Background: an optimization exercise with open tools, aiming at small area, a short achievable clock period and few clock cycles per item. Do not read the settings as production practice.
Function was checked by simulation only, so behaviour that the tests miss may differ from the original.
Power is estimated from default activity; no workload was simulated.

### config.mk
export PLATFORM = sky130hd
export DESIGN_NAME = ordered_dither_spiral_screen_unit
export DESIGN_NICKNAME = ordered_dither_spiral_screen_unit
export VERILOG_FILES = /design/flow/design.v
export SDC_FILE = /design/flow/constraint.sdc
export NUM_CORES = 4
export LEC_CHECK = 0
export ABC_AREA = 1
export CAP_MARGIN = 20
export CORE_MARGIN = 2
export CORE_UTILIZATION = 55
export PLACE_DENSITY = 0.7
export SLEW_MARGIN = 20
### constraint.sdc
create_clock -name core_clock -period 10.0 [get_ports {i_clk}]
set_input_delay 2.0000 -clock core_clock [delete_from_list [all_inputs] [get_ports {i_clk}]]
set_output_delay 2.0000 -clock core_clock [all_outputs]
set_load 0.01 [all_outputs]
### design.v
package odss_pkg;
    localparam int SIDE_W = 5;                           
    localparam int IN_W   = 48;                          
    localparam int OUT_W  = 24;                          
    localparam logic [4:0] SIDE_RESET = 5'd4;              
    localparam logic [1023:0] T_WTS = 1024'h84218421428428427a59bc6384848484216379a58426842657842157000000004214214224242424342134210000000021212121000000000000000000000000;
    function automatic logic [31:0] f_wts(input logic [4:0] n);
        f_wts = T_WTS[32*n +: 32];
    endfunction
    localparam logic [287:0] T_SCALE = 288'h80c06030180c06030180c06030180c0603017131554913d194a441190943411050140402;
    function automatic logic [8:0] f_scale(input logic [4:0] n);
        f_scale = T_SCALE[9*n +: 9];
    endfunction
    localparam logic [319:0] T_SCALE3 = 320'hc0f03c0f03c0f03c0f03c0f03c0f03c0f03c0f03a9a4f7f9b35b92f3d8c32586f138330780f01806;
    function automatic logic [9:0] f_scale3(input logic [4:0] n);
        f_scale3 = T_SCALE3[10*n +: 10];
    endfunction
    localparam logic [255:0] T_HALF = 256'h80808080808080808080808080808080716255483d32292019120d0805020101;
    function automatic logic [7:0] f_half(input logic [4:0] n);
        f_half = T_HALF[8*n +: 8];
    endfunction
    localparam logic [2047:0] T_KIDX = 2048'he1e0dfdedddcdbdad9d8d7d6d5d4d3d2e2a9a8a7a6a5a4a3a2a1a09f9e9d9cd1e3aa797877767574737271706f6e9bd0e4ab7a51504f4e4d4c4b4a49486d9acfe5ac7b5231302f2e2d2c2b2a476c99cee6ad7c533219181716151429466b98cde7ae7d54331a090807061328456a97cce8af7e55341b0a0100051227446996cbe9b07f56351c0b0203041126436895caeab18057361d0c0d0e0f1025426794c9ebb28158371e1f2021222324416693c8ecb3825938393a3b3c3d3e3f406592c7edb4835a5b5c5d5e5f606162636491c6eeb58485868788898a8b8c8d8e8f90c5efb6b7b8b9babbbcbdbebfc0c1c2c3c4f0f1f2f3f4f5f6f7f8f9fafbfcfdfeff;
    function automatic logic [7:0] f_kidx(input logic [7:0] ab);
        f_kidx = T_KIDX[8*ab +: 8];
    endfunction
endpackage
module odss_front #(
    parameter int QD = 4
) (
    input  logic        i_clk,
    input  logic        i_rst_n,
    input  logic        i_pix_in,
    output logic        o_s_tready,
    input  logic        i_pv,
    input  logic [3:0]  i_pd,
    output logic        o_m_tvalid,
    input  logic        i_m_tready,
    output logic [23:0] o_m_tdata,
    output logic [0:0]  o_m_tuser
);
    localparam int CW = $clog2(QD + 2);
    logic          r_rdy;
    logic [CW-1:0] r_cred;       
    logic [CW-1:0] w_cred;
    logic          r_ov;
    logic [3:0]    r_od;
    logic [3:0]    r_q [QD];
    logic [CW-1:0] r_qn;
    logic [CW-1:0] w_qn;         
    logic          w_pop;
    logic          w_load;
    assign w_pop  = r_ov && i_m_tready;
    assign w_load = !r_ov || i_m_tready;
    assign w_cred = r_cred + CW'(i_pix_in) - CW'(w_pop);
    assign w_qn   = (w_load && r_qn != '0) ? r_qn - CW'(1) : r_qn;
    always_ff @(posedge i_clk) begin
        if (!i_rst_n) begin
            r_cred <= '0;
            r_rdy  <= 1'b1;
            r_ov   <= 1'b0;
            r_qn   <= '0;
        end else begin
            r_cred <= w_cred;
            r_rdy  <= (w_cred != CW'(QD + 1));
            if (w_load) begin
                r_ov <= (r_qn != '0) || i_pv;
            end
            r_qn <= w_qn + CW'(i_pv && !(w_load && r_qn == '0));
        end
    end
    always_ff @(posedge i_clk) begin
        if (w_load) begin
            r_od <= (r_qn != '0) ? r_q[0] : i_pd;
        end
        for (int i = 0; i < QD; i++) begin
            if (w_load && r_qn != '0) begin
                if (CW'(i) + CW'(1) < r_qn) begin
                    r_q[i] <= (i + 1 < QD) ? r_q[(i + 1) % QD] : i_pd;
                end else if (CW'(i) + CW'(1) == r_qn) begin
                    r_q[i] <= i_pd;
                end
            end else if (!w_load && CW'(i) == r_qn) begin
                r_q[i] <= i_pd;
            end
        end
    end
    assign o_s_tready = r_rdy;
    assign o_m_tvalid = r_ov;
    assign o_m_tdata  = {{8{r_od[2]}}, {8{r_od[1]}}, {8{r_od[0]}}};
    assign o_m_tuser  = r_od[3];
endmodule
module odss_back (
    input  logic        i_clk,
    input  logic        i_rst_n,
    input  logic [4:0]  i_cfg,      
    input  logic        i_beat,
    input  logic        i_mode,
    input  logic [47:0] i_data,
    output logic        o_pv,
    output logic [3:0]  o_pd        
);
    function automatic logic [6:0] f_wsum(input logic [11:0] x,
                                          input logic [31:0] wts);
        logic [6:0] s;
        s = {3'd0, x[3:0]};
        for (int i = 4; i < 12; i++) begin
            s = s + (x[i] ? {3'd0, wts[4*(i-4) +: 4]} : 7'd0);
        end
        f_wsum = s;
    endfunction
    function automatic logic [6:0] f_rsub(input logic [6:0] s,
                                          input logic [4:0] n,
                                          input int         k);
        logic [7:0] d;
        d = {1'b0, s >> k} - {3'b0, n};
        f_rsub = d[7] ? s : 7'((d[6:0] << k) | (s & 7'((1 << k) - 1)));
    endfunction
    function automatic logic f_lt(input logic [6:0] a, input logic [6:0] b);
        logic l;
        l = 1'b0;
        for (int i = 0; i < 7; i++) begin
            l = (~a[i] & b[i]) | ((~a[i] | b[i]) & l);
        end
        f_lt = l;
    endfunction
    function automatic logic f_lt8(input logic [7:0] a, input logic [7:0] b);
        logic l;
        l = 1'b0;
        for (int i = 0; i < 8; i++) begin
            l = (~a[i] & b[i]) | ((~a[i] | b[i]) & l);
        end
        f_lt8 = l;
    endfunction
    logic        r1_v, r1_pix;
    logic [11:0] r1_x, r1_y;
    logic [7:0]  r1_c [3];
    logic [4:0]  r_sn;
    logic [8:0]  r_s1;           
    logic [9:0]  r_s3;           
    logic [31:0] r_wts;          
    logic        r_sb;
    logic        r2_v, r2_b;
    logic [4:0]  r2_n;
    logic [6:0]  r2_sx, r2_sy;
    logic [7:0]  r2_ph [3];
    logic [2:0]  r2_e;
    logic        r3_v, r3_b;
    logic [4:0]  r3_n;
    logic [5:0]  r3_sx, r3_sy;
    logic [7:0]  r3_t [3];
    logic        r4_v, r4_b;
    logic [4:0]  r4_n;
    logic [7:0]  r4_m;           
    logic [7:0]  r4_t [3];
    logic [31:0] w_wts;
    logic [9:0]  w_m [4];
    logic [15:0] w_p [3];
    logic [15:0] w_pp [3][4];
    logic [6:0]  w_sx3, w_sy3, w_sx4, w_sy4;
    logic [4:0]  w_sn_nx;
    logic [4:0]  w_nm1;
    logic [3:0]  w_kx0, w_kx1, w_ky0, w_ky1;
    logic        w_gx, w_gy;
    logic [7:0]  w_ab;
    logic [7:0]  w_k;
    logic [7:0]  w_half;
    logic        w_u;
    logic [7:0]  w_hb [3];
    always_ff @(posedge i_clk) begin
        if (!i_rst_n) begin
            r1_v <= 1'b0;
            r2_v <= 1'b0;
            r3_v <= 1'b0;
            r4_v <= 1'b0;
            r_sb <= 1'b0;
        end else begin
            r1_v <= i_beat;
            r2_v <= r1_v && r1_pix;
            r3_v <= r2_v;
            r4_v <= r3_v;
            if (r1_v && !r1_pix) begin
                r_sb <= 1'b1;
            end
        end
    end
    always_ff @(posedge i_clk) begin
        if (r1_v && !r1_pix) begin
            r_sn <= i_cfg;
        end
    end
    assign w_sn_nx = (r1_v && !r1_pix) ? i_cfg : r_sn;
    always_ff @(posedge i_clk) begin
        r_s1  <= odss_pkg::f_scale(w_sn_nx);
        r_s3  <= odss_pkg::f_scale3(w_sn_nx);
        r_wts <= odss_pkg::f_wts(w_sn_nx);
    end
    always_ff @(posedge i_clk) begin
        r1_pix  <= i_mode;
        r1_x    <= i_data[11:0];
        r1_y    <= i_data[23:12];
        r1_c[0] <= i_data[31:24];
        r1_c[1] <= i_data[39:32];
        r1_c[2] <= i_data[47:40];
    end
    assign w_wts   = r_wts;
    assign w_m[0]  = '0;
    assign w_m[1]  = {1'b0, r_s1};
    assign w_m[2]  = {r_s1, 1'b0};
    assign w_m[3]  = r_s3;
    always_comb begin
        for (int j = 0; j < 3; j++) begin
            for (int i = 0; i < 4; i++) begin
                w_pp[j][i] = 16'(w_m[r1_c[j][2*i +: 2]]) << (2 * i);
            end
            w_p[j] = w_pp[j][0] + w_pp[j][1] + w_pp[j][2] + w_pp[j][3];
        end
    end
    always_ff @(posedge i_clk) begin
        r2_b  <= r_sb;
        r2_n  <= r_sn;
        r2_sx <= f_wsum(r1_x, w_wts);
        r2_sy <= f_wsum(r1_y, w_wts);
        for (int j = 0; j < 3; j++) begin
            r2_ph[j] <= w_p[j][15:8];
            r2_e[j]  <= (r1_c[j] == 8'd128) && r_sn[0];
        end
    end
    assign w_sx3 = f_rsub(f_rsub(r2_sx, r2_n, 3), r2_n, 2);
    assign w_sy3 = f_rsub(f_rsub(r2_sy, r2_n, 3), r2_n, 2);
    always_ff @(posedge i_clk) begin
        r3_b  <= r2_b;
        r3_n  <= r2_n;
        r3_sx <= w_sx3[5:0];
        r3_sy <= w_sy3[5:0];
        for (int j = 0; j < 3; j++) begin
            r3_t[j] <= r2_ph[j] - 8'(r2_e[j]);
        end
    end
    assign w_sx4 = f_rsub({1'b0, r3_sx}, r3_n, 1);
    assign w_sy4 = f_rsub({1'b0, r3_sy}, r3_n, 1);
    assign w_nm1 = r3_n - 5'd1;
    assign w_kx0 = r3_n[4:1] + 4'd8;                  
    assign w_kx1 = r3_n[3:0] + r3_n[4:1] + 4'd8;      
    assign w_ky0 = w_nm1[4:1] + 4'd9;                 
    assign w_ky1 = r3_n[3:0] + w_nm1[4:1] + 4'd9;     
    assign w_gx  = !f_lt(w_sx4, {2'b0, r3_n});
    assign w_gy  = !f_lt(w_sy4, {2'b0, r3_n});
    assign w_ab  = {w_sx4[3:0] - (w_gx ? w_kx1 : w_kx0),
                    w_sy4[3:0] - (w_gy ? w_ky1 : w_ky0)};
    always_ff @(posedge i_clk) begin
        r4_b  <= r3_b;
        r4_n  <= r3_n;
        r4_m  <= w_ab;
        for (int j = 0; j < 3; j++) begin
            r4_t[j] <= r3_t[j];
        end
    end
    assign w_k   = odss_pkg::f_kidx(r4_m);
    assign w_half = odss_pkg::f_half(r4_n);
    assign w_u    = f_lt8(w_k, w_half);
    assign o_pv = r4_v;
    always_comb begin
        o_pd[3] = r4_b;
        for (int j = 0; j < 3; j++) begin
            w_hb[j] = w_half + {1'b0, r4_t[j][7:1]};
            o_pd[j] = r4_b && (f_lt8(w_k, {1'b0, r4_t[j][7:1]})
                               || (r4_t[j][0] && w_k == {1'b0, r4_t[j][7:1]})
                               || (!w_u && f_lt8(w_k, w_hb[j])));
        end
    end
endmodule
module ordered_dither_spiral_screen_unit (
    input  logic                          i_clk,
    input  logic                          i_rst_n,
    input  logic                          i_cfg_valid,
    output logic                          o_cfg_ready,
    input  logic [odss_pkg::SIDE_W-1:0]   i_cfg_data,     
    input  logic                          s_axis_tvalid,
    output logic                          s_axis_tready,
    input  logic [odss_pkg::IN_W-1:0]     s_axis_tdata,
    input  logic [0:0]                    s_axis_tuser,   
    output logic                          m_axis_tvalid,
    input  logic                          m_axis_tready,
    output logic [odss_pkg::OUT_W-1:0]    m_axis_tdata,
    output logic [0:0]                    m_axis_tuser    
);
    logic [4:0] r_cfg;           
    logic       w_beat;
    logic       w_pix_in;
    logic       w_pv;
    logic [3:0] w_pd;
    assign o_cfg_ready = 1'b1;
    always_ff @(posedge i_clk) begin
        if (!i_rst_n) begin
            r_cfg <= odss_pkg::SIDE_RESET;
        end else if (i_cfg_valid) begin
            if (i_cfg_data == '0) begin
                r_cfg <= 5'd1;
            end else if (i_cfg_data > 5'd16) begin
                r_cfg <= 5'd16;
            end else begin
                r_cfg <= i_cfg_data;
            end
        end
    end
    assign w_beat   = s_axis_tvalid && s_axis_tready;
    assign w_pix_in = w_beat && s_axis_tuser[0];
    odss_back u_back (
        .i_clk    (i_clk),
        .i_rst_n  (i_rst_n),
        .i_cfg    (r_cfg),
        .i_beat   (w_beat),
        .i_mode   (s_axis_tuser[0]),
        .i_data   (s_axis_tdata),
        .o_pv     (w_pv),
        .o_pd     (w_pd)
    );
    odss_front #(.QD(5)) u_out (
        .i_clk      (i_clk),
        .i_rst_n    (i_rst_n),
        .i_pix_in   (w_pix_in),
        .o_s_tready (s_axis_tready),
        .i_pv       (w_pv),
        .i_pd       (w_pd),
        .o_m_tvalid (m_axis_tvalid),
        .i_m_tready (m_axis_tready),
        .o_m_tdata  (m_axis_tdata),
        .o_m_tuser  (m_axis_tuser)
    );
endmodule
### flow/run.sh
#!/bin/bash
set -euo pipefail
bash standard.sh SETUP_SLACK_MARGIN=5.8 \
    "BUFFER_PORTS_ARGS=-buffer_cell sky130_fd_sc_hd__buf_1" \
    "CTS_ARGS=-sink_clustering_enable -repair_clock_nets -dont_use_dummy_load -buf_list sky130_fd_sc_hd__clkbuf_8 -sink_clustering_size 25 -sink_clustering_max_diameter 50" \
    finish > layout.log 2>&1
### standard.sh
#!/bin/bash
# synth_recipe.tcl (not shown) runs the flow's synth.tcl, then flattens the netlist and writes it again
# the make line also repeats each setting of config.mk as NAME=value (left out here)
make -C /OpenROAD-flow-scripts/flow DESIGN_CONFIG=/design/flow/config.mk WORK_HOME=/design/flow/orfs CLKGATE_MAP_FILE= SYNTH_SCRIPT=/design/flow/synth_recipe.tcl "${@:-finish}"
==> flow_summary.yaml, run 1 <==
floorplan:
  io_pins: 87
  initial_core_util_pct: 55.5
  die_w_um: 193
  die_h_um: 193
  die_area_um2: 37100
  row_count: 69
  core_um2: 35300
synth:
  synth_fa_ha_area_share_pct: 22.4
  synth_nets: 2901
  syn-cell-area_um2: 19600
  synth_ff_type: "dfxtp_1"
  synth-simple-area-share_pct: 19.3
  syn_inst: 2539
  synth_edf_count: 24
  seq_area_frac_synth_pct: 28.4
  ys_ff_latch: 266
  avgSynthCellArea_um2: 7.71
  synth_compound_area_share_pct: 13.4
  async_flop_share_pct: 0
  ys_types: 66
  synthMuxAreaShare_pct: 0.224
  synth-xor-area-share_pct: 5.36
  synth_top_family_by_area: "adder cells"
  yosys_warnings: 12
route:
  drc: 0
  wirelength_mm: 49.9
  drt-initial-drc-count: 1341
  post_drt_via_cell_ratio: 5.46
  avgRoutedWirePerCell_um: 16.1
  dr_total_vias: 16900
  dr.pass1.iters: 6
  ant_nets: 0
clock_tree:
  cts_root_buffer: "clkbuf_8"
  h-tree-depth: 1
  cts_hold_buf: 0
  cts_max_path_buffers: 3
  numCtsBuffers: 29
  clkTransAtPathRegs_ns: 0.07
  insertion_delay_ns: 0.62
  cts_tree: "yes"
  clock-sinks: 266
layout:
  area.growth.synth_to_final_pct: 8.77
  layout_commonest_cell: "nand2_1"
  nNetsFinal: 3000
  drive_gt1_share_pct: 9.67
  n_antenna_cell: 0
  mostFrequentLayoutCells: "537 x nand2_1, 406 x inv_1, 221 x dfxtp_1"
timing:
  setup-tns-final_ns: 0
  fin_skew_ns: 0.0934
  finalHoldViolCount: 0
  rsz0062_at_grt: "true"
  setup-violations-final: 0
  tightestPinTransition_ns: 0.903
  final_max_slew_viol_count: 0
  fin_crit_ns: 4.05
  max_slew_margin_pct: 39.2
  fmax_mhz: 247
  finalCritPeriodShare_pct: 40.5
global_route:
  grt_pass1_vias: 15800
  grt_usage_pct: 26.5
  antenna_found_initial: 0
  grt_overflow: 0
  grt_pass1_wl_mm: 79.0
  grt_start_max_net_pins: 39
place:
  port_buffers: 85
  gp_congestion: 0.956
  hpwl_mm: 37.6
setup_path:
  cpPeakStageDelay_ns: 0.53
  arrival_ns: 4.47
  crit_chain: "clkinvlp_4, buf_4, o221ai_2, ha_1, nand4_1, nand2_1, nand2_2, nand2_4, a21oi_4, o21bai_4, a21oi_2, o21bai_1, buf_4, buf_4, xnor2_1, fa_1, inv_1, ha_1, a21oi_1, or2_1, nand2_1, xor2_1"
  crit_family: "adder cells"
  crit_path_start_kind: "register"
  cp-end-kind: "register"
  cpMaxStageDelayCell: "fa_1"
  critical_path_class: "register to register"
  worst-path-buf-inv: 5
  worst_path_most_repeated_cell: "buf_4"
  required_ns: 10.41
  cp_max_fo: 5
worst_hold_path:
  hp-class: "register to register"
power:
  p_total_mw: 7.17
  ir_worst_vdd_mv: 0.182
  power.density_nw_per_um2: 337
  power_leakage_nw: 10.8
run:
  maxCapViolCount: 0
outcome:
  status: "finished clean"
per-layer routing:
layer / GRT usage [%] / up-vias / part of all wire [%]
met5: 0 / - / 0
met4: 10.8 / 0 / 3.9
met3: 2.96 / 149 / 6.3
met2: 44.8 / 709 / 47
met1: 34.4 / 7645 / 43
li1: - / 8398 / -
worst register-to-register path, stage by stage, from the launching register on:
cell and delay (ns):
dfxtp_4 0.37, clkinvlp_4 0.14, buf_4 0.17, o221ai_2 0.15, ha_1 0.26, nand4_1 0.09, nand2_1 0.09, nand2_2 0.10
nand2_4 0.07, a21oi_4 0.20, o21bai_4 0.08, a21oi_2 0.18, o21bai_1 0.10, buf_4 0.14, buf_4 0.12, xnor2_1 0.13
fa_1 0.53, inv_1 0.04, ha_1 0.33, a21oi_1 0.23, or2_1 0.14, nand2_1 0.06, xor2_1 0.14
state kept, by name (all words and copies together) (netlist names), 6 cells and up:
signal        count
u_back.r2_sx      7
u_back.r1_y      12
u_back.r_s3       9
u_back.r1_c      24
u_back.r_s1       8
u_back.r2_sy      7
u_out.r_q        20
u_back.r2_ph     24
u_back.r1_x      12
u_back.r3_t      24
u_back.r3_sx      6
u_back.r_wts     27
u_back.r4_m       8
u_back.r4_t      24
u_back.r3_sy      6
power by group:
group	internal, mW	leakage [nW]	switching (mW)	total [mW]
logic	1.78	8.32	2.99	4.78
registers	1.48	2.26	0.329	1.80
clock network	0.256	0.209	0.339	0.595
total	3.52	10.8	3.66	7.17
layout make-up:
class,count,area [µm²]
flip-flops and latches,266,5620
multi-input cells,1755,12200
repair buffers,140,744
inverters,446,1720
clock buffers,29,399
fillers,3171,14000
well taps,461,577
cell families after synthesis:
| group | count (synthesis) |
|---|---|
| simple gates | 898 |
| mux | 4 |
| flops | 266 |
| compound gates | 430 |
| other cells | 1 |
| fa+ha+maj | 303 |
| xor+xnor | 119 |
| buf+inv | 518 |
synthesized netlist by cell type (6+ instances only):
cell type / number / share of area [%]
nand3_1: 99 / 2.5
clkinv_1: 8 / 0.15
edfxtp_1: 24 / 3.7
nand4_1: 17 / 0.54
a221oi_1: 7 / 0.31
nand2_2: 14 / 0.45
inv_1: 423 / 8.1
o211ai_1: 12 / 0.46
fa_1: 80 / 8.2
buf_2: 6 / 0.15
nor3_1: 23 / 0.59
buf_6: 6 / 0.34
nand2_1: 558 / 11
a31oi_1: 11 / 0.35
o221ai_1: 58 / 2.6
a21oi_1: 139 / 3.6
o21ai_1: 32 / 0.82
clkbuf_1: 30 / 0.57
o21bai_1: 12 / 0.46
o21ai_0: 88 / 2.2
nor2_1: 147 / 2.8
nor2_2: 7 / 0.22
a21o_1: 7 / 0.27
xnor2_1: 41 / 1.8
buf_4: 26 / 1.0
ha_1: 223 / 14
inv_2: 13 / 0.25
xor2_1: 77 / 3.4
o22ai_1: 45 / 1.4
dfxtp_1: 242 / 25
nand3_2: 9 / 0.46
per-stage QoR:
step | worst slack, ns | std cells | cell area (µm²) | util, % | hold WS (ns)
6_report | 5.95 | 3097 | 21300 | 60.3 | 0.316
5_1_grt | 5.69 | 3097 | 21300 | 60.3 | 0.326
4_1_cts | 5.80 | 3065 | 20700 | 58.7 | 0.319
3_5_place_dp | 5.33 | 3020 | 20100 | 56.9 | 0.312
3_3_place_gp | 5.49 | 3020 | 20100 | 56.9 | 0.311
2_1_floorplan | 5.84 | 2539 | 19600 | - | 0.310
worst paths after layout:
path	from	end	slack (ns)	cells after the start
setup / recovery	u_back.r_s1[1]$_SDFF_PP0_	u_back.r2_ph[2][6]$_DFF_P_	5.95	22
hold / removal	u_back.r2_sx[1]$_DFF_P_	u_back.r3_sx[1]$_DFF_P_	0.32	0
setup reg to reg	u_back.r_s1[1]$_SDFF_PP0_	u_back.r2_ph[2][6]$_DFF_P_	5.95	22
hold reg to reg	u_back.r2_sx[1]$_DFF_P_	u_back.r3_sx[1]$_DFF_P_	0.32	0
timing repair:
item	in CTS	in global routing
endpoints found under the hold margin	0	0
resized for setup	44	90
endpoints found under the setup margin	32	35
pin swaps	3	39
setup buffers	16	32
gates cloned	0	0
Testbench counts, summed over its fixed seeds: cycles 13,195, items 12,795.
==> run 2: changes to the inputs <==
==> flow/run.sh (replaced) <==
#!/bin/bash
set -euo pipefail
bash standard.sh SETUP_SLACK_MARGIN=6.2 \
    "BUFFER_PORTS_ARGS=-buffer_cell sky130_fd_sc_hd__buf_1" \
    "CTS_ARGS=-sink_clustering_enable -repair_clock_nets -dont_use_dummy_load -buf_list sky130_fd_sc_hd__clkbuf_8 -sink_clustering_size 25 -sink_clustering_max_diameter 50" \
    finish > layout.log 2>&1
==> run 2 against run 1 <==
Effect of this change:
- die area unchanged
- total power increased by 4.4%
- first-iteration DRC count fell by 5.0%
==> flow_summary.yaml, run 2 <==
outcome:
  status: "finished clean"
power:
  ir_worst_vdd_mv: 0.186
  p_total_mw: 7.49
  power.density_nw_per_um2: 337
  power_leakage_nw: 11.1
setup_path:
  rr_startpoint: "u_back.r1_c[1][3]$_DFF_P_"
  cp_max_fo: 6
  critical_path_class: "register to register"
  required_ns: 10.48
  crit_path_start_kind: "register"
  r2r_slack_ns: 6.05
  reg2regPathDepth: 25
  rr_endpoint: "u_back.r2_ph[1][7]$_DFF_P_"
  arrival_ns: 4.43
  cp-end-kind: "register"
floorplan:
  io_pins: 87
  core_um2: 35300
  die_h_um: 193
  die_w_um: 193
  die_area_um2: 37100
  row_count: 69
  initial_core_util_pct: 55.5
layout:
  n_antenna_cell: 0
  layout.cells.non_filler: 3152
  drive_gt1_share_pct: 14.9
  fin_util_pct: 63.0
  largest_reg_flops: 27
  fin_area_um2: 22200
  layout_commonest_cell: "nand2_1"
  area.growth.synth_to_final_pct: 13.6
  mostFrequentLayoutCells: "525 x nand2_1, 386 x inv_1, 208 x ha_1"
  nNetsFinal: 3055
  largest-register: "u_back.r_wts"
clock_tree:
  numCtsBuffers: 29
  clock-sinks: 266
  cts_tree: "yes"
  h-tree-depth: 1
  insertion_delay_ns: 0.64
  clkTransAtPathRegs_ns: 0.11
  cts_max_path_buffers: 3
  cts_root_buffer: "clkbuf_8"
  cts_hold_buf: 0
timing:
  setup-tns-final_ns: 0
  fin_skew_ns: 0.0610
  rsz0062_at_grt: "true"
  setup-violations-final: 0
  fin_crit_ns: 3.95
  finalHoldViolCount: 0
  final_max_slew_viol_count: 0
  tightestPinTransition_ns: 0.905
  max_slew_margin_pct: 39.0
  finalCritPeriodShare_pct: 39.5
  fmax_mhz: 253
synth:
  synth-simple-area-share_pct: 19.3
  synth_common_cells: "558 x nand2_1, 423 x inv_1, 242 x dfxtp_1, 223 x ha_1, 147 x nor2_1"
  synth_fa_ha_area_share_pct: 22.4
  ys_ff_latch: 266
  synth-xor-area-share_pct: 5.36
  synth_nets: 2901
  syn-cell-area_um2: 19600
  yosys_warnings: 12
  async_flop_share_pct: 0
  syn_inst: 2539
  seq_area_frac_synth_pct: 28.4
  synthMuxAreaShare_pct: 0.224
  ys_types: 66
  synth_edf_count: 24
  yosysTopAreaCellShare_pct: 24.7
  synth_ff_type: "dfxtp_1"
  synth_top_family_by_area: "adder cells"
  avgSynthCellArea_um2: 7.71
  synth_area_leaders: "dfxtp_1 25%, ha_1 14%, nand2_1 11%"
  synth_top_area_cell: "dfxtp_1"
  synth_compound_area_share_pct: 13.4
  yosysMostFrequentCell: "nand2_1"
global_route:
  grt_pass1_wl_mm: 80.8
  grt_overflow: 0
  grt_usage_pct: 27.1
  grt_start_max_net_pins: 39
  antenna_found_initial: 1
  busiest_layer: "met2"
  grt_util_met1_pct: 35.2
  use_met2_pct: 45.5
  grt_pass1_vias: 16200
  use_met3_pct: 3.69
route:
  post_drt_via_cell_ratio: 5.49
  dr_total_vias: 17300
  wirelength_mm: 51.3
  ant_nets: 0
  dr.pass1.iters: 8
  drc: 0
  drt-initial-drc-count: 1274
  avgRoutedWirePerCell_um: 16.3
worst_hold_path:
  hp-class: "register to register"
  min-delay-start: "u_back.r3_t[1][6]$_DFF_P_"
  hold_end: "u_back.r4_t[1][6]$_DFF_P_"
  hold_depth: 0
place:
  hpwl_mm: 37.6
  dpl-instance-area_um2: 20200
  gp_congestion: 0.987
  placed_cells: 3019
  port_buffers: 85
run:
  maxCapViolCount: 0
==> run 2: logic make-up (layout without fill, tap and decap cells) <==
group           Yosys count  count (layout)
compound gates          430             430
xor+xnor                119             119
fa+ha+maj               303             303
buf+inv                 518             670
flops                   266             266
mux                       4               4
other cells               1               1
simple gates            898             898
==> run 2: layer usage <==
metal	vias to the layer above	wire length, µm
met5	-	0
met4	0	2530
li1	8503	-
met2	742	23600
met3	220	3570
met1	7840	21600
==> run 2: worst max-delay path by stage <==
stage | start | end | slack (ns) | depth (start not counted)
2_1_floorplan | u_back.r_s1[1]$_SDFF_PP0_ | u_back.r2_ph[1][6]$_DFF_P_ | 6.20 | 26
3_3_place_gp | u_back.r_s1[2]$_SDFF_PP0_ | u_back.r2_ph[0][7]$_DFF_P_ | 5.49 | 24
3_5_place_dp | u_back.r_s1[2]$_SDFF_PP0_ | u_back.r2_ph[0][5]$_DFF_P_ | 5.42 | 22
4_1_cts | u_back.r1_c[2][2]$_DFF_P_ | u_back.r2_ph[2][7]$_DFF_P_ | 6.18 | 24
5_1_grt | u_back.r1_c[1][3]$_DFF_P_ | u_back.r2_ph[1][7]$_DFF_P_ | 5.84 | 25
6_report | u_back.r1_c[1][3]$_DFF_P_ | u_back.r2_ph[1][7]$_DFF_P_ | 6.05 | 25
==> run 2: per-stage QoR <==
step | hold WS, ns | setup WS (ns)
floorplan | 0.310 | 6.20
global placement | 0.310 | 5.49
detailed placement | 0.312 | 5.42
CTS | 0.317 | 6.18
global route | 0.324 | 5.84
finish | 0.319 | 6.05
==> run 2: cell type report <==
| type | instances | area [µm²] |
|---|---|---|
| Fill cell | 3066 | 13100 |
| Clock buffer | 29 | 399 |
| Inverter | 446 | 1770 |
| Sequential cell | 266 | 5660 |
| Tap cell | 461 | 577 |
| Multi-Input combinational cell | 1755 | 12700 |
| Timing Repair Buffer | 195 | 1180 |
==> run 2: worst max-delay path, stage by stage, from the launching register on <==
cell and delay [ns]:
dfxtp_4 0.40, inv_4 0.04, nor2_4 0.14, inv_4 0.06
o221ai_2 0.18, ha_1 0.28, nand4_1 0.11, nand2_1 0.09
nand2_2 0.11, a21oi_4 0.07, nor2_4 0.12, o21bai_4 0.10
a21oi_4 0.21, o21bai_2 0.12, nand2_2 0.11, nand2_4 0.06
nand2_4 0.08, nand2_2 0.06, fa_1 0.52, inv_1 0.06
ha_4 0.24, a21oi_4 0.19, o21ai_2 0.09, nand2_1 0.08
nand4_1 0.14, xor2_1 0.16
==> run 2: what timing repair did <==
action                                  in CTS  in global routing
endpoints found under the setup margin      45                 53
gates resized for setup                    113                143
pin swaps                                   32                 73
buffers inserted                            49                 55
==> run 2: where the power goes <==
part | internal, mW | switching [mW]
clock | 0.254 | 0.345
sequential | 1.48 | 0.319
combinational | 1.97 | 3.13
total | 3.70 | 3.79
==> run 3: changes to the inputs <==
==> flow/run.sh (replaced) <==
#!/bin/bash
set -euo pipefail
bash standard.sh SETUP_SLACK_MARGIN=6.0 \
    "BUFFER_PORTS_ARGS=-buffer_cell sky130_fd_sc_hd__buf_1" \
    "CTS_ARGS=-sink_clustering_enable -repair_clock_nets -dont_use_dummy_load -buf_list sky130_fd_sc_hd__clkbuf_8 -sink_clustering_size 25 -sink_clustering_max_diameter 50" \
    finish > layout.log 2>&1
--- a/config.mk
+++ b/config.mk
@@ -6,8 +6,8 @@
 export NUM_CORES = 4
 export LEC_CHECK = 0
 export ABC_AREA = 1
-export CAP_MARGIN = 20
+export CAP_MARGIN = 0
 export CORE_MARGIN = 2
 export CORE_UTILIZATION = 55
 export PLACE_DENSITY = 0.7
-export SLEW_MARGIN = 20
+export SLEW_MARGIN = 0
==> run 3 against run 2 <==
Effect of this change:
- sequential power is essentially flat
- area after synthesis is the same
- via count is essentially flat
- first-iteration DRC count shrank 6.0%
- final cell count shrank 0.92%
- clock skew grew 0.0031 ns
- largest cell class unchanged
- highest routed layer unchanged
==> flow_summary.yaml, run 3 <==
outcome:
  status: "finished clean"
timing:
  fin_skew_ns: 0.0641
  finalCritPeriodShare_pct: 39.0
  finalHoldViolCount: 0
  setup_ws_ns: 6.10
  fin_crit_ns: 3.90
  setup-tns-final_ns: 0
  setup-violations-final: 0
  timing.hold.ws_ns: 0.305
  fmax_mhz: 256
  max_slew_margin_pct: 41.1
  final_max_slew_viol_count: 0
  rsz0062_at_grt: "true"
  tightestPinTransition_ns: 0.876
route:
  ant_nets: 0
  avgRoutedWirePerCell_um: 16.3
  drc: 0
  drt-initial-drc-count: 1198
  dr.pass1.iters: 6
  post_drt_via_cell_ratio: 5.54
  wirelength_mm: 50.9
  dr_total_vias: 17300
place:
  place_ws_ns: 5.35
  gp_congestion: 0.970
  placed_cells: 3021
  hpwl_mm: 37.8
  port_buffers: 85
synth:
  synth_common_cells: "558 x nand2_1, 423 x inv_1, 242 x dfxtp_1, 223 x ha_1, 147 x nor2_1"
  async_flop_share_pct: 0
  synth_nets: 2901
  synth_ff_type: "dfxtp_1"
  syn_inst: 2539
  yosysTopAreaCellShare_pct: 24.7
  syn-cell-area_um2: 19600
  synth_top_area_cell: "dfxtp_1"
  seq_area_frac_synth_pct: 28.4
  yosysMostFrequentCell: "nand2_1"
  ys_types: 66
  ys_ff_latch: 266
  synth_area_leaders: "dfxtp_1 25%, ha_1 14%, nand2_1 11%"
  synth_edf_count: 24
  avgSynthCellArea_um2: 7.71
  yosys_warnings: 12
layout:
  mostFrequentLayoutCells: "529 x nand2_1, 393 x inv_1, 212 x dfxtp_1"
  area.growth.synth_to_final_pct: 10.9
  drive_gt1_share_pct: 12.4
  layout_commonest_cell: "nand2_1"
  layout.cells.non_filler: 3123
  largest-register: "u_back.r_wts"
  nNetsFinal: 3026
  largest_reg_flops: 27
  n_antenna_cell: 0
setup_path:
  cp-startpoint: "u_back.r1_c[2][2]$_DFF_P_"
  arrival_ns: 4.38
  crit_path_start_kind: "register"
  required_ns: 10.48
  cp_max_fo: 4
  cp-end-kind: "register"
  rr_startpoint: "u_back.r1_c[2][2]$_DFF_P_"
  critical_path_class: "register to register"
global_route:
  antenna_found_initial: 0
  grt_pass1_vias: 15900
  grt_usage_pct: 26.8
  grt_overflow: 0
  grt_start_max_net_pins: 39
  grt_pass1_wl_mm: 79.9
clock_tree:
  cts_max_path_buffers: 3
  h-tree-depth: 1
  insertion_delay_ns: 0.63
  clock-sinks: 266
  cts_hold_buf: 0
  clkTransAtPathRegs_ns: 0.09
  numCtsBuffers: 29
  cts_tree: "yes"
  cts_root_buffer: "clkbuf_8"
floorplan:
  die_h_um: 193
  core_um2: 35300
  io_pins: 87
  row_count: 69
  initial_core_util_pct: 55.5
  die_w_um: 193
  die_area_um2: 37100
worst_hold_path:
  min-delay-start: "u_back.r2_sx[1]$_DFF_P_"
  hp-class: "register to register"
power:
  power_leakage_nw: 10.9
  power.density_nw_per_um2: 339
  ir_worst_vdd_mv: 0.160
run:
  maxCapViolCount: 0
[run 3: cell count changes in the layout (fill, tap and decap cells not counted), sizes merged]
cell | previous run | this run
buf | 195 | 166
clkinv | 10 | 6
inv | 423 | 427
[run 3: per-stage QoR]
step	cell area [µm²]	util [%]	power, mW
final	21700	61.5	7.36
after global placement	20100	56.9	6.20
after CTS	20900	59.1	7.03
after detailed placement	20100	56.9	6.32
after floorplan	19600	-	5.29
after global routing	21700	61.5	8.12
[run 3: per-layer routing]
metal,GRT usage (%),wire length [µm],vias to the layer above
li1,-,-,8457
met1,35.1,21700,7990
met2,44.6,23800,707
met3,3.46,3290,139
met4,11.5,2190,0
met5,0,0,-
[run 3: power breakdown]
part | internal (mW) | switching, mW
clock network | 0.254 | 0.340
logic | 1.89 | 3.09
registers | 1.48 | 0.305
total | 3.62 | 3.74
[run 3: logic make-up (layout without fill, tap and decap cells)]
family,count (synthesis),after routing,share of synthesized area [%]
buffers and inverters,518,641,10.9
adders and majority gates,303,303,22.4
other,1,1,0.0191
and+or+nand+nor,898,898,19.3
xor gates and xnor gates,119,119,5.36
DFF,266,266,28.4
muxes,4,4,0.224
AOI/OAI and AO/OA,430,430,13.4
[run 3: area by class of cell]
cell class	instances	area [µm²]
timing repair buffer	166	943
sequential	266	5630
inverter	446	1750
clock buffer	29	399
fill	3147	13600
tap	461	577
multi-input combinational	1755	12400
[run 3: worst paths after layout]
| kind | slack [ns] | cells past startpoint | end |
|---|---|---|---|
| worst max-delay path | 6.10 | 22 | u_back.r2_ph[2][6]$_DFF_P_ |
| worst min-delay path | 0.30 | 0 | u_back.r3_sx[1]$_DFF_P_ |
| worst max register to register | 6.10 | 22 | u_back.r2_ph[2][6]$_DFF_P_ |
| worst min register to register | 0.30 | 0 | u_back.r3_sx[1]$_DFF_P_ |
[run 3: critical path, cell delays in order, from the launching register on]
cell and delay [ns]:
dfxtp_4 0.40, inv_6 0.05, nor2_4 0.10, inv_1 0.07, o221ai_1 0.16, ha_1 0.26
nand4_1 0.08, nand2_1 0.09, nand2_2 0.09, nand2_2 0.08, a21oi_4 0.18, o21bai_2 0.09
buf_4 0.14, buf_4 0.12, xor2_1 0.15, fa_1 0.48, ha_1 0.32, a21oi_2 0.25
o21bai_4 0.10, a21oi_2 0.17, or2_1 0.16, nand2_1 0.08, xor2_1 0.15
[run 3: what timing repair did]
action | 4_1_cts | 5_1_grt
gates resized for setup | 67 | 129
setup endpoints to repair | 38 | 43
buffers inserted | 23 | 50
pin swaps | 7 | 56
==> run 4: changes to the inputs <==
--- a/config.mk
+++ b/config.mk
@@ -6,8 +6,8 @@
 export NUM_CORES = 4
 export LEC_CHECK = 0
 export ABC_AREA = 1
-export CAP_MARGIN = 0
+export CAP_MARGIN = 10
 export CORE_MARGIN = 2
 export CORE_UTILIZATION = 55
 export PLACE_DENSITY = 0.7
-export SLEW_MARGIN = 0
+export SLEW_MARGIN = 10
==> run 4 against run 3 <==
Effect of this change:
- still clean
- die area unchanged
- sequential power about the same
- synthesized cell count unchanged
- fmax unchanged
- total power unchanged
- clock skew unchanged
- global-route usage unchanged
- utilization unchanged
- first-iteration DRC count unchanged
- cell area unchanged
- sequential share of layout area unchanged
- area after synthesis unchanged
==> flow_summary.yaml, run 4 <==
route:
  drc: 0
  drt-initial-drc-count: 1198
  dr_total_vias: 17300
  post_drt_via_cell_ratio: 5.54
  wirelength_mm: 50.9
  avgRoutedWirePerCell_um: 16.3
  ant_nets: 0
  dr.pass1.iters: 6
power:
  ir_worst_vdd_mv: 0.160
  power.density_nw_per_um2: 339
  power_leakage_nw: 10.9
global_route:
  antenna_found_initial: 0
  grt_pass1_vias: 15900
  grt_usage_pct: 26.8
  grt_start_max_net_pins: 39
  grt_overflow: 0
  grt_pass1_wl_mm: 79.9
setup_path:
  r2r_slack_ns: 6.10
  arrival_ns: 4.38
  crit_path_start_kind: "register"
  reg2regPathDepth: 22
  rr_startpoint: "u_back.r1_c[2][2]$_DFF_P_"
  critPathCapture: "u_back.r2_ph[2][6]$_DFF_P_"
  required_ns: 10.48
  cp-startpoint: "u_back.r1_c[2][2]$_DFF_P_"
  cp-end-kind: "register"
  rr_endpoint: "u_back.r2_ph[2][6]$_DFF_P_"
  critical_path_class: "register to register"
  cp_max_fo: 4
synth:
  synth-xor-area-share_pct: 5.36
  ys_types: 66
  synthMuxAreaShare_pct: 0.224
  yosys_warnings: 12
  synth_nets: 2901
  synth_common_cells: "558 x nand2_1, 423 x inv_1, 242 x dfxtp_1, 223 x ha_1, 147 x nor2_1"
  yosysMostFrequentCell: "nand2_1"
  synth_top_area_cell: "dfxtp_1"
  synth_area_leaders: "dfxtp_1 25%, ha_1 14%, nand2_1 11%"
  synth_ff_type: "dfxtp_1"
  syn-cell-area_um2: 19600
  ys_ff_latch: 266
  synth_edf_count: 24
  synth_compound_area_share_pct: 13.4
  yosysTopAreaCellShare_pct: 24.7
  synth_fa_ha_area_share_pct: 22.4
  syn_inst: 2539
  synth-simple-area-share_pct: 19.3
  synth_top_family_by_area: "adder cells"
  avgSynthCellArea_um2: 7.71
  seq_area_frac_synth_pct: 28.4
  async_flop_share_pct: 0
timing:
  fin_crit_ns: 3.90
  fmax_mhz: 256
  finalHoldViolCount: 0
  fin_skew_ns: 0.0641
  setup_ws_ns: 6.10
  setup-violations-final: 0
  max_slew_margin_pct: 41.1
  final_max_slew_viol_count: 0
  rsz0062_at_grt: "true"
  finalCritPeriodShare_pct: 39.0
  tightestPinTransition_ns: 0.876
  setup-tns-final_ns: 0
  timing.hold.ws_ns: 0.305
place:
  gp_congestion: 0.970
  port_buffers: 85
  place_ws_ns: 5.35
  placed_cells: 3021
  hpwl_mm: 37.8
layout:
  area.growth.synth_to_final_pct: 10.9
  final.fill_count: 3147
  multi_input_area_um2: 12400
  largest-register: "u_back.r_wts"
  layout_commonest_cell: "nand2_1"
  n_antenna_cell: 0
  nNetsFinal: 3026
  area.sequential_um2: 5630
  fin_util_pct: 61.5
  drive_gt1_share_pct: 12.4
  largest_reg_flops: 27
  layout.cells.non_filler: 3123
  mostFrequentLayoutCells: "529 x nand2_1, 393 x inv_1, 212 x dfxtp_1"
worst_hold_path:
  hp-class: "register to register"
clock_tree:
  cts_tree: "yes"
  clock-sinks: 266
  cts_root_buffer: "clkbuf_8"
  clkTransAtPathRegs_ns: 0.09
  cts_max_path_buffers: 3
  cts_hold_buf: 0
  h-tree-depth: 1
  insertion_delay_ns: 0.63
  numCtsBuffers: 29
floorplan:
  die_h_um: 193
  io_pins: 87
  die_w_um: 193
  initial_core_util_pct: 55.5
  die_area_um2: 37100
  core_um2: 35300
  row_count: 69
run:
  maxCapViolCount: 0
outcome:
  status: "finished clean"
[run 4: cell counts after synthesis]
Identical to the previous run, type by type.
[run 4: layout make-up]
| type | instances | share of cell area [%] |
|---|---|---|
| Inverter | 446 | 8.04 |
| Clock buffer | 29 | 1.84 |
| Tap cell | 461 | 2.66 |
| Sequential cell | 266 | 25.9 |
| Timing Repair Buffer | 166 | 4.34 |
| Multi-Input combinational cell | 1755 | 57.2 |
[run 4: per-stage QoR]
step	power [mW]	cell area, µm²
3_5_place_dp	6.32	20100
3_3_place_gp	6.20	20100
5_1_grt	8.12	21700
6_report	7.36	21700
2_1_floorplan	5.29	19600
4_1_cts	7.03	20900
[run 4: how the worst min path moves through the flow]
stage	startpoint	end	slack (ns)	depth (start not counted)
floorplan	u_back.r2_b$_DFF_P_	u_back.r3_b$_DFF_P_	0.31	0
global placement	u_back.r3_t[1][2]$_DFF_P_	u_back.r4_t[1][2]$_DFF_P_	0.31	0
detailed placement	u_back.r2_b$_DFF_P_	u_back.r3_b$_DFF_P_	0.31	0
CTS	u_back.r2_sx[1]$_DFF_P_	u_back.r3_sx[1]$_DFF_P_	0.30	0
global route	u_back.r2_sx[1]$_DFF_P_	u_back.r3_sx[1]$_DFF_P_	0.31	0
finish	u_back.r2_sx[1]$_DFF_P_	u_back.r3_sx[1]$_DFF_P_	0.30	0
[run 4: power by group]
group | internal, mW | leakage, nW | switching, mW
sequential | 1.48 | 2.26 | 0.305
clock | 0.254 | 0.209 | 0.340
combinational | 1.89 | 8.45 | 3.09
[run 4: critical path, cell delays in order (launching register included)]
cell and delay (ns):
dfxtp_4 0.40, inv_6 0.05, nor2_4 0.10, inv_1 0.07, o221ai_1 0.16, ha_1 0.26, nand4_1 0.08, nand2_1 0.09
nand2_2 0.09, nand2_2 0.08, a21oi_4 0.18, o21bai_2 0.09, buf_4 0.14, buf_4 0.12, xor2_1 0.15, fa_1 0.48
ha_1 0.32, a21oi_2 0.25, o21bai_4 0.10, a21oi_2 0.17, or2_1 0.16, nand2_1 0.08, xor2_1 0.15
[run 4: what timing repair did]
item	in CTS	in global routing
gates resized for setup	67	129
setup buffers	23	50
pin swaps	7	56
setup endpoints to repair	38	43
[run 4: cell families (layout without fill, tap and decap cells)]
| logic type | count (synthesis) | count (layout) |
|---|---|---|
| fa+ha+maj | 303 | 303 |
| compound gates | 430 | 430 |
| buf+inv | 518 | 641 |
| xor+xnor | 119 | 119 |
| simple gates | 898 | 898 |
| other cells | 1 | 1 |
| mux | 4 | 4 |
| flops | 266 | 266 |
[run 4: layer usage]
layer	track usage [%]	vias up	share of wire (%)	wire, µm
met3	3.46	139	6.5	3290
met1	35.1	7990	43	21700
met2	44.6	707	47	23800
li1	-	8457	-	-
met4	11.5	0	4.3	2190
met5	0	-	0	0
==> run 5: changes to the inputs <==
--- a/config.mk
+++ b/config.mk
@@ -6,8 +6,8 @@
 export NUM_CORES = 4
 export LEC_CHECK = 0
 export ABC_AREA = 1
-export CAP_MARGIN = 10
+export CAP_MARGIN = 20
 export CORE_MARGIN = 2
-export CORE_UTILIZATION = 55
-export PLACE_DENSITY = 0.7
-export SLEW_MARGIN = 10
+export CORE_UTILIZATION = 50
+export PLACE_DENSITY = 0.65
+export SLEW_MARGIN = 20
==> run 5 against run 4 <==
Effect of this change:
- register-to-register slack worse by 0.04 ns
- critical endpoint is now u_back.r2_ph[1][6]$_DFF_P_
- total power is 0.65% lower
- first-iteration DRC count is 13% lower
- critical path type unchanged
- wire length decreased by 1.1%
- setup slack got worse by 0.036 ns
- area after synthesis unchanged
- sequential share of layout area decreased by 0.17 points
- clock skew increased by 0.014 ns
- sequential cell count is the same
- final cell count grew 1.8%
==> flow_summary.yaml, run 5 <==
floorplan:
  die_w_um: 202
  die_area_um2: 40800
  io_pins: 87
  row_count: 72
  die_h_um: 202
  initial_core_util_pct: 50.7
  core_um2: 38600
global_route:
  grt_pass1_vias: 16200
  grt_pass1_wl_mm: 81.7
  grt_usage_pct: 24.4
  antenna_found_initial: 0
  grt_overflow: 0
  grt_start_max_net_pins: 39
synth:
  seq_area_frac_synth_pct: 28.4
  synth_ff_type: "dfxtp_1"
  ys_ff_latch: 266
  avgSynthCellArea_um2: 7.71
  synth_nets: 2901
  yosysTopAreaCellShare_pct: 24.7
  async_flop_share_pct: 0
  ys_types: 66
  yosys_warnings: 12
  synth_edf_count: 24
  synth_top_area_cell: "dfxtp_1"
  synth_common_cells: "558 x nand2_1, 423 x inv_1, 242 x dfxtp_1, 223 x ha_1, 147 x nor2_1"
  syn_inst: 2539
  syn-cell-area_um2: 19600
  yosysMostFrequentCell: "nand2_1"
  synth_area_leaders: "dfxtp_1 25%, ha_1 14%, nand2_1 11%"
clock_tree:
  cts_root_buffer: "clkbuf_8"
  cts_max_path_buffers: 3
  h-tree-depth: 1
  clkTransAtPathRegs_ns: 0.11
  cts_hold_buf: 0
  insertion_delay_ns: 0.62
  cts_tree: "yes"
  numCtsBuffers: 27
  clock-sinks: 266
layout:
  final.fill_count: 3604
  area.growth.synth_to_final_pct: 11.7
  largest_reg_flops: 27
  mostFrequentLayoutCells: "528 x nand2_1, 393 x inv_1, 213 x dfxtp_1"
  largest-register: "u_back.r_wts"
  area.sequential_um2: 5640
  layout_commonest_cell: "nand2_1"
  multi_input_area_um2: 12500
  nNetsFinal: 3025
  n_antenna_cell: 0
  drive_gt1_share_pct: 12.6
outcome:
  status: "finished clean"
setup_path:
  arrival_ns: 4.41
  r2r_slack_ns: 6.06
  cp_max_fo: 14
  critPathCapture: "u_back.r2_ph[1][6]$_DFF_P_"
  crit_path_start_kind: "register"
  cp-startpoint: "u_back.r_s1[6]$_SDFF_PP0_"
  cp-end-kind: "register"
  rr_endpoint: "u_back.r2_ph[1][6]$_DFF_P_"
  critical_path_class: "register to register"
  required_ns: 10.48
  rr_startpoint: "u_back.r_s1[6]$_SDFF_PP0_"
  reg2regPathDepth: 20
route:
  post_drt_via_cell_ratio: 5.31
  wirelength_mm: 50.3
  drt-initial-drc-count: 1039
  drc: 0
  ant_nets: 0
  dr_total_vias: 16900
  dr.pass1.iters: 9
  avgRoutedWirePerCell_um: 15.8
run:
  maxCapViolCount: 0
place:
  port_buffers: 85
  hpwl_mm: 38.0
  gp_congestion: 0.968
power:
  power.density_nw_per_um2: 334
  ir_worst_vdd_mv: 0.131
  p_total_mw: 7.31
  power_leakage_nw: 10.9
timing:
  fin_skew_ns: 0.0781
  max_slew_margin_pct: 39.2
  fmax_mhz: 254
  finalCritPeriodShare_pct: 39.4
  fin_crit_ns: 3.94
  finalHoldViolCount: 0
  tightestPinTransition_ns: 0.904
  final_max_slew_viol_count: 0
  rsz0062_at_grt: "true"
  setup-violations-final: 0
  setup-tns-final_ns: 0
worst_hold_path:
  hp-class: "register to register"
  min-delay-start: "u_back.r2_sx[1]$_DFF_P_"
## run 5: changes by cell type in the layout (fill, tap and decap cells not counted), moves of 3 or more
cell / change
a21oi_4: +3
dfxtp_2: -3
ha_4: +3
inv_4: +3
nor2_2: -4
nor2_4: +3
o21ai_0: -3
## run 5: cell type report
type / count / area share, %
multi-input cells: 1755 / 57.2
inverters: 446 / 8.03
clock buffers: 27 / 1.70
flip-flops and latches: 266 / 25.8
repair buffers: 167 / 4.31
well taps: 518 / 2.96
## run 5: critical path, stage by stage, from the launching register on
cell,delay (ns)
dfxtp_2,0.57
inv_1,0.34
o221ai_1,0.33
ha_1,0.30
inv_1,0.07
o21bai_2,0.08
a21oi_2,0.22
o21bai_2,0.12
nand2_2,0.10
nand2_2,0.08
nand2_4,0.09
nand2_2,0.05
fa_1,0.49
inv_2,0.05
ha_4,0.23
a21oi_4,0.17
nor2_4,0.04
nor2_2,0.09
nand2_1,0.07
a21o_1,0.19
xor2_1,0.13
## run 5: kinds of logic (layout without fill, tap and decap cells)
group | Yosys count | in the layout | share of synthesized area (%)
AOI/OAI and AO/OA | 430 | 430 | 13.4
other | 1 | 1 | 0.0191
muxes | 4 | 4 | 0.224
xor gates and xnor gates | 119 | 119 | 5.36
DFF | 266 | 266 | 28.4
adders and majority gates | 303 | 303 | 22.4
and+or+nand+nor | 898 | 898 | 19.3
buffers and inverters | 518 | 640 | 10.9
## run 5: power by group
group	switching [mW]	internal, mW
logic	3.03	1.90
clock network	0.326	0.238
registers	0.339	1.48
total	3.69	3.61
## run 5: how the worst min path moves through the flow
stage	to	slack [ns]	depth (start not counted)
finish	u_back.r3_sx[1]$_DFF_P_	0.27	0
global route	u_back.r3_sx[1]$_DFF_P_	0.28	0
CTS	u_back.r3_sx[1]$_DFF_P_	0.27	0
detailed placement	u_back.r3_sx[1]$_DFF_P_	0.31	0
global placement	u_back.r4_t[0][3]$_DFF_P_	0.31	0
floorplan	u_back.r3_b$_DFF_P_	0.31	0
## run 5: metrics by stage
| step | hold slack [ns] | worst slack [ns] | area [µm²] | cells | utilization (%) |
|---|---|---|---|---|---|
| global placement | 0.311 | 5.44 | 20200 | 3076 | 52.1 |
| CTS | 0.273 | 5.96 | 21000 | 3130 | 54.3 |
| global route | 0.278 | 5.83 | 21900 | 3179 | 56.6 |
| floorplan | 0.310 | 6.01 | 19600 | 2539 | - |
| finish | 0.269 | 6.06 | 21900 | 3179 | 56.6 |
| detailed placement | 0.312 | 5.40 | 20200 | 3076 | 52.1 |
## run 5: what timing repair did
| action | in CTS | in global routing |
|---|---|---|
| gates resized for setup | 72 | 150 |
| pin swaps | 8 | 68 |
| buffers inserted | 27 | 49 |
| gates cloned | 0 | 0 |
| setup endpoints to repair | 38 | 42 |
## run 5: per-layer routing
layer,wire length [µm],up-vias,track usage (%)
met5,0,-,0
met4,1790,0,9.40
met3,2980,123,3.18
met2,24200,587,41.9
met1,21400,7732,31.2
li1,-,8444,-
==> run 6: changes to the inputs <==
--- a/design.v
+++ b/design.v
@@ -15,6 +15,14 @@
     function automatic logic [9:0] f_scale3(input logic [4:0] n);
         f_scale3 = T_SCALE3[10*n +: 10];
     endfunction
+    localparam logic [351:0] T_SCALE5 = 352'ha0b41682d05a0b41682d05a0b41682d05a0b41682d058d4f65a92d54c47e4cd1451f42e4410550640640500a;
+    function automatic logic [10:0] f_scale5(input logic [4:0] n);
+        f_scale5 = T_SCALE5[11*n +: 11];
+    endfunction
+    localparam logic [351:0] T_SCALE7 = 352'he0fc1f83f07e0fc1f83f07e0fc1f83f07e0fc1f83f07c5d58e533f76acb0d1f1c72bc40c5b07708c08c0700e;
+    function automatic logic [10:0] f_scale7(input logic [4:0] n);
+        f_scale7 = T_SCALE7[11*n +: 11];
+    endfunction
     localparam logic [255:0] T_HALF = 256'h80808080808080808080808080808080716255483d32292019120d0805020101;
     function automatic logic [7:0] f_half(input logic [4:0] n);
         f_half = T_HALF[8*n +: 8];
@@ -137,6 +145,8 @@
     logic [4:0]  r_sn;
     logic [8:0]  r_s1;           
     logic [9:0]  r_s3;           
+    logic [10:0] r_s5;           
+    logic [10:0] r_s7;           
     logic [31:0] r_wts;          
     logic        r_sb;
     logic        r2_v, r2_b;
@@ -153,9 +163,9 @@
     logic [7:0]  r4_m;           
     logic [7:0]  r4_t [3];
     logic [31:0] w_wts;
-    logic [9:0]  w_m [4];
+    logic [10:0] w_m [8];
     logic [15:0] w_p [3];
-    logic [15:0] w_pp [3][4];
+    logic [15:0] w_pp [3][3];
     logic [6:0]  w_sx3, w_sy3, w_sx4, w_sy4;
     logic [4:0]  w_sn_nx;
     logic [4:0]  w_nm1;
@@ -192,6 +202,8 @@
     always_ff @(posedge i_clk) begin
         r_s1  <= odss_pkg::f_scale(w_sn_nx);
         r_s3  <= odss_pkg::f_scale3(w_sn_nx);
+        r_s5  <= odss_pkg::f_scale5(w_sn_nx);
+        r_s7  <= odss_pkg::f_scale7(w_sn_nx);
         r_wts <= odss_pkg::f_wts(w_sn_nx);
     end
     always_ff @(posedge i_clk) begin
@@ -204,15 +216,19 @@
     end
     assign w_wts   = r_wts;
     assign w_m[0]  = '0;
-    assign w_m[1]  = {1'b0, r_s1};
-    assign w_m[2]  = {r_s1, 1'b0};
-    assign w_m[3]  = r_s3;
+    assign w_m[1]  = {2'b0, r_s1};
+    assign w_m[2]  = {1'b0, r_s1, 1'b0};
+    assign w_m[3]  = {1'b0, r_s3};
+    assign w_m[4]  = {r_s1, 2'b0};
+    assign w_m[5]  = r_s5;
+    assign w_m[6]  = {r_s3, 1'b0};
+    assign w_m[7]  = r_s7;
     always_comb begin
         for (int j = 0; j < 3; j++) begin
-            for (int i = 0; i < 4; i++) begin
-                w_pp[j][i] = 16'(w_m[r1_c[j][2*i +: 2]]) << (2 * i);
-            end
-            w_p[j] = w_pp[j][0] + w_pp[j][1] + w_pp[j][2] + w_pp[j][3];
+            w_pp[j][0] = 16'(w_m[r1_c[j][2:0]]);
+            w_pp[j][1] = 16'(w_m[r1_c[j][5:3]]) << 3;
+            w_pp[j][2] = 16'(w_m[{1'b0, r1_c[j][7:6]}]) << 6;
+            w_p[j] = w_pp[j][0] + w_pp[j][1] + w_pp[j][2];
         end
     end
     always_ff @(posedge i_clk) begin
==> flow/run.sh (replaced) <==
#!/bin/bash
set -euo pipefail
bash standard.sh SETUP_SLACK_MARGIN=6.2 \
    "BUFFER_PORTS_ARGS=-buffer_cell sky130_fd_sc_hd__buf_1" \
    "CTS_ARGS=-sink_clustering_enable -repair_clock_nets -dont_use_dummy_load" \
    finish > layout.log 2>&1
--- a/config.mk
+++ b/config.mk
@@ -8,6 +8,6 @@
 export ABC_AREA = 1
 export CAP_MARGIN = 20
 export CORE_MARGIN = 2
-export CORE_UTILIZATION = 50
-export PLACE_DENSITY = 0.65
+export CORE_UTILIZATION = 55
+export PLACE_DENSITY = 0.7
 export SLEW_MARGIN = 20
==> run 6 against run 5 <==
Effect of this change:
- sequential cell count up 17
- clock power increased by 64%
- final cell count rose by 6.4%
- critical endpoint is now u_back.r2_ph[1][7]$_DFF_P_
- register-to-register slack improved by 0.17 ns
- highest routed layer unchanged
- synthesized cell count rose by 9.5%
- fmax grew 4.4%
- wire length rose by 24%
- combinational power increased by 3%
- still clean on timing, DRC and antenna
- area after synthesis rose by 5.3%
==> flow_summary.yaml, run 6 <==
setup_path:
  crit_path_start_kind: "register"
  reg2regPathDepth: 17
  required_ns: 10.47
  cp-end-kind: "register"
  r2r_slack_ns: 6.23
  rr_startpoint: "u_back.r_s1[7]$_SDFF_PP0_"
  rr_endpoint: "u_back.r2_ph[1][7]$_DFF_P_"
  arrival_ns: 4.24
  critical_path_class: "register to register"
  cp_max_fo: 13
layout:
  nNetsFinal: 3247
  n_antenna_cell: 0
  largest_reg_flops: 27
  area.growth.synth_to_final_pct: 14.2
  drive_gt1_share_pct: 12.9
  fin_util_pct: 64.1
  largest-register: "u_back.r_wts"
  layout_commonest_cell: "nand2_1"
  fin_area_um2: 23600
  layout.cells.non_filler: 3381
  mostFrequentLayoutCells: "607 x nand2_1, 393 x inv_1, 215 x dfxtp_1"
synth:
  synth_ff_type: "dfxtp_1"
  synth_fa_ha_area_share_pct: 18.7
  yosysMostFrequentCell: "nand2_1"
  synth-simple-area-share_pct: 20.7
  yosys_warnings: 12
  avgSynthCellArea_um2: 7.42
  synth_common_cells: "619 x nand2_1, 433 x inv_1, 259 x dfxtp_1, 214 x ha_1, 180 x nor2_1"
  synth_edf_count: 24
  synth_top_family_by_area: "simple AND/OR/NAND/NOR gates"
  seq_area_frac_synth_pct: 28.6
  ys_ff_latch: 283
  syn_inst: 2781
  syn-cell-area_um2: 20600
  ys_types: 65
  yosysTopAreaCellShare_pct: 25.1
  async_flop_share_pct: 0
  synth_area_leaders: "dfxtp_1 25%, ha_1 13%, nand2_1 11%"
  synth_top_area_cell: "dfxtp_1"
  synthMuxAreaShare_pct: 0.212
  synth_nets: 3113
  synth-xor-area-share_pct: 4.80
  synth_compound_area_share_pct: 16.5
timing:
  rsz0062_at_grt: "true"
  setup_ws_ns: 6.23
  fin_skew_ns: 0.0296
  setup-tns-final_ns: 0
  tightestPinTransition_ns: 1.05
  finalHoldViolCount: 0
  max_slew_margin_pct: 30.0
  final_max_slew_viol_count: 0
  setup-violations-final: 0
  finalCritPeriodShare_pct: 37.7
  fmax_mhz: 265
  fin_crit_ns: 3.77
floorplan:
  die_h_um: 198
  die_area_um2: 39100
  die_w_um: 198
  core_um2: 36800
  io_pins: 87
  row_count: 70
  initial_core_util_pct: 56.1
clock_tree:
  cts_max_path_buffers: 3
  numCtsBuffers: 30
  cts_root_buffer: "clkbuf_16"
  insertion_delay_ns: 0.56
  cts_tree: "yes"
  cts_hold_buf: 0
  clock-sinks: 283
  h-tree-depth: 1
  clkTransAtPathRegs_ns: 0.06
run:
  maxCapViolCount: 0
place:
  place_ws_ns: 5.67
  dpl-instance-area_um2: 21100
  port_buffers: 85
  gp_congestion: 1.04
  placed_cells: 3257
  hpwl_mm: 46.2
route:
  avgRoutedWirePerCell_um: 18.4
  ant_nets: 0
  dr.pass1.iters: 6
  drc: 0
  drt-initial-drc-count: 1516
  wirelength_mm: 62.3
  post_drt_via_cell_ratio: 5.78
  dr_total_vias: 19500
worst_hold_path:
  hp-class: "register to register"
  min-delay-start: "u_back.r3_t[1][1]$_DFF_P_"
  hold_end: "u_back.r4_t[1][1]$_DFF_P_"
  hold_depth: 0
outcome:
  status: "finished clean"
global_route:
  antenna_found_initial: 0
  grt_usage_pct: 31.2
  grt_pass1_wl_mm: 97.1
  grt_pass1_vias: 18900
  grt_start_max_net_pins: 44
  grt_overflow: 0
power:
  ir_worst_vdd_mv: 0.219
  power.density_nw_per_um2: 339
  power_leakage_nw: 11.4
-- run 6: changes by cell type after synthesis, moves of 13 or more --
cell,change
nand2_1,+61
nand3_1,+33
nor2_1,+33
o22ai_1,+33
o21ai_0,+29
fa_1,-21
a211oi_1,+18
dfxtp_1,+17
o2111ai_1,+17
nor3_1,+15
o21ai_1,-14
o221ai_1,-14
a22oi_1,+13
-- run 6: where the power goes --
group	internal (mW)	switching, mW	total (mW)
logic	1.92	3.17	5.09
registers	1.57	0.405	1.97
clock network	0.521	0.404	0.925
total	4.01	3.98	7.99
-- run 6: how the worst max path moves through the flow --
stage / from / endpoint / slack, ns / depth (start not counted)
after floorplan: u_back.r_wts[30]$_SDFF_PP0_ / u_back.r2_sx[6]$_DFF_P_ / 6.44 / 11
after global placement: u_back.r4_m[2]$_DFF_P_ / u_out.r_od[1]$_DFFE_PN_ / 5.72 / 25
after detailed placement: u_back.r4_m[2]$_DFF_P_ / u_out.r_q[3][1]$_DFFE_PP_ / 5.67 / 25
after CTS: u_back.r1_c[0][0]$_DFF_P_ / u_back.r2_ph[0][6]$_DFF_P_ / 6.19 / 19
after global routing: u_back.r1_c[2][1]$_DFF_P_ / u_back.r2_ph[2][7]$_DFF_P_ / 6.05 / 21
final: u_back.r_s1[7]$_SDFF_PP0_ / u_back.r2_ph[1][7]$_DFF_P_ / 6.23 / 17
-- run 6: critical path: stages (launching register included) --
cell and delay, ns:
dfxtp_2 0.59, clkinvlp_4 0.24, buf_4 0.18, o22ai_1 0.12
a221oi_1 0.07, o211ai_1 0.20, ha_1 0.36, a21oi_1 0.19
o21ai_0 0.12, a21oi_1 0.13, nand3_1 0.16, nand2_1 0.14
inv_1 0.08, ha_4 0.30, nand2_1 0.09, or3_1 0.38
o21ai_1 0.16, xor2_1 0.15
-- run 6: per-stage QoR --
| step | total power [mW] | hold WS, ns |
|---|---|---|
| 4_1_cts | 7.59 | 0.322 |
| 2_1_floorplan | 5.35 | 0.310 |
| 6_report | 7.99 | 0.318 |
| 3_5_place_dp | 6.53 | 0.312 |
| 5_1_grt | 8.74 | 0.322 |
| 3_3_place_gp | 6.46 | 0.311 |
-- run 6: cells by family after synthesis --
group | Yosys count
other cells | 1
compound gates | 546
xor+xnor | 113
buf+inv | 533
mux | 4
simple gates | 1028
flops | 283
fa+ha+maj | 273
-- run 6: metal layers --
layer | up-vias | wire length [µm] | track usage [%]
met2 | 886 | 28700 | 51.8
met1 | 8993 | 25500 | 40.3
met4 | 0 | 3240 | 14.5
met5 | - | 0 | 0
met3 | 216 | 4910 | 3.96
li1 | 9442 | - | -
-- run 6: final cells by class --
type                       instances  area, µm²
multi-input combinational       1965      13300
fill                            3286      13200
sequential                       283       6010
inverter                         453       1820
timing repair buffer             181       1070
clock buffer                      30        751
tap                              468        586
timing repair inverter             1       5.00
-- run 6: timing repair --
action	in CTS	in global routing
gates resized for setup	93	191
pin swaps	5	42
endpoints found under the setup margin	58	68
setup buffers	29	64
gates cloned	0	1
Testbench counts of run 6, summed over its fixed seeds: cycles 13,195, items 12,795.

==> what the ideal ports hide <==
How much do the figures lean on ideal ports? The routed layouts below were timed once more, with nothing changed but the port constraints. Step 1: set_driving_cell puts a clkbuf_16 on i_clk and a buf_2 on each other input, an assumption about the parent block. Step 2 moves the port delays by t, midway between the first and last clock arrival at a register: inputs arrive t later, outputs are due t later. That takes back most of the time a late clock gives input paths. Three values: ideal ports, drivers, drivers and shift; two values: the first two.
| run | t (ns) | slack for setup (ns) | cell pins on the clock port's net |
|---|---|---|---|
| run 1 | 0.623 | 5.946 / 5.946 / 5.946 | 1 |
| run 2 | 0.656 | 6.049 / 6.049 / 6.027 | 1 |
| run 3 | 0.640 | 6.098 / 6.098 / 6.057 | 1 |
| run 4 | 0.640 | 6.098 / 6.098 / 6.057 | 1 |
| run 5 | 0.631 | 6.062 / 6.062 / 6.041 | 1 |
| run 6 | 0.604 | 6.229 / 6.229 / 6.070 | 1 |
After both steps setup and hold are still met in every run listed. For run 6, which loses most, drivers alone change the setup slack by 0.000 ns; drivers and shift together by -0.159 ns.
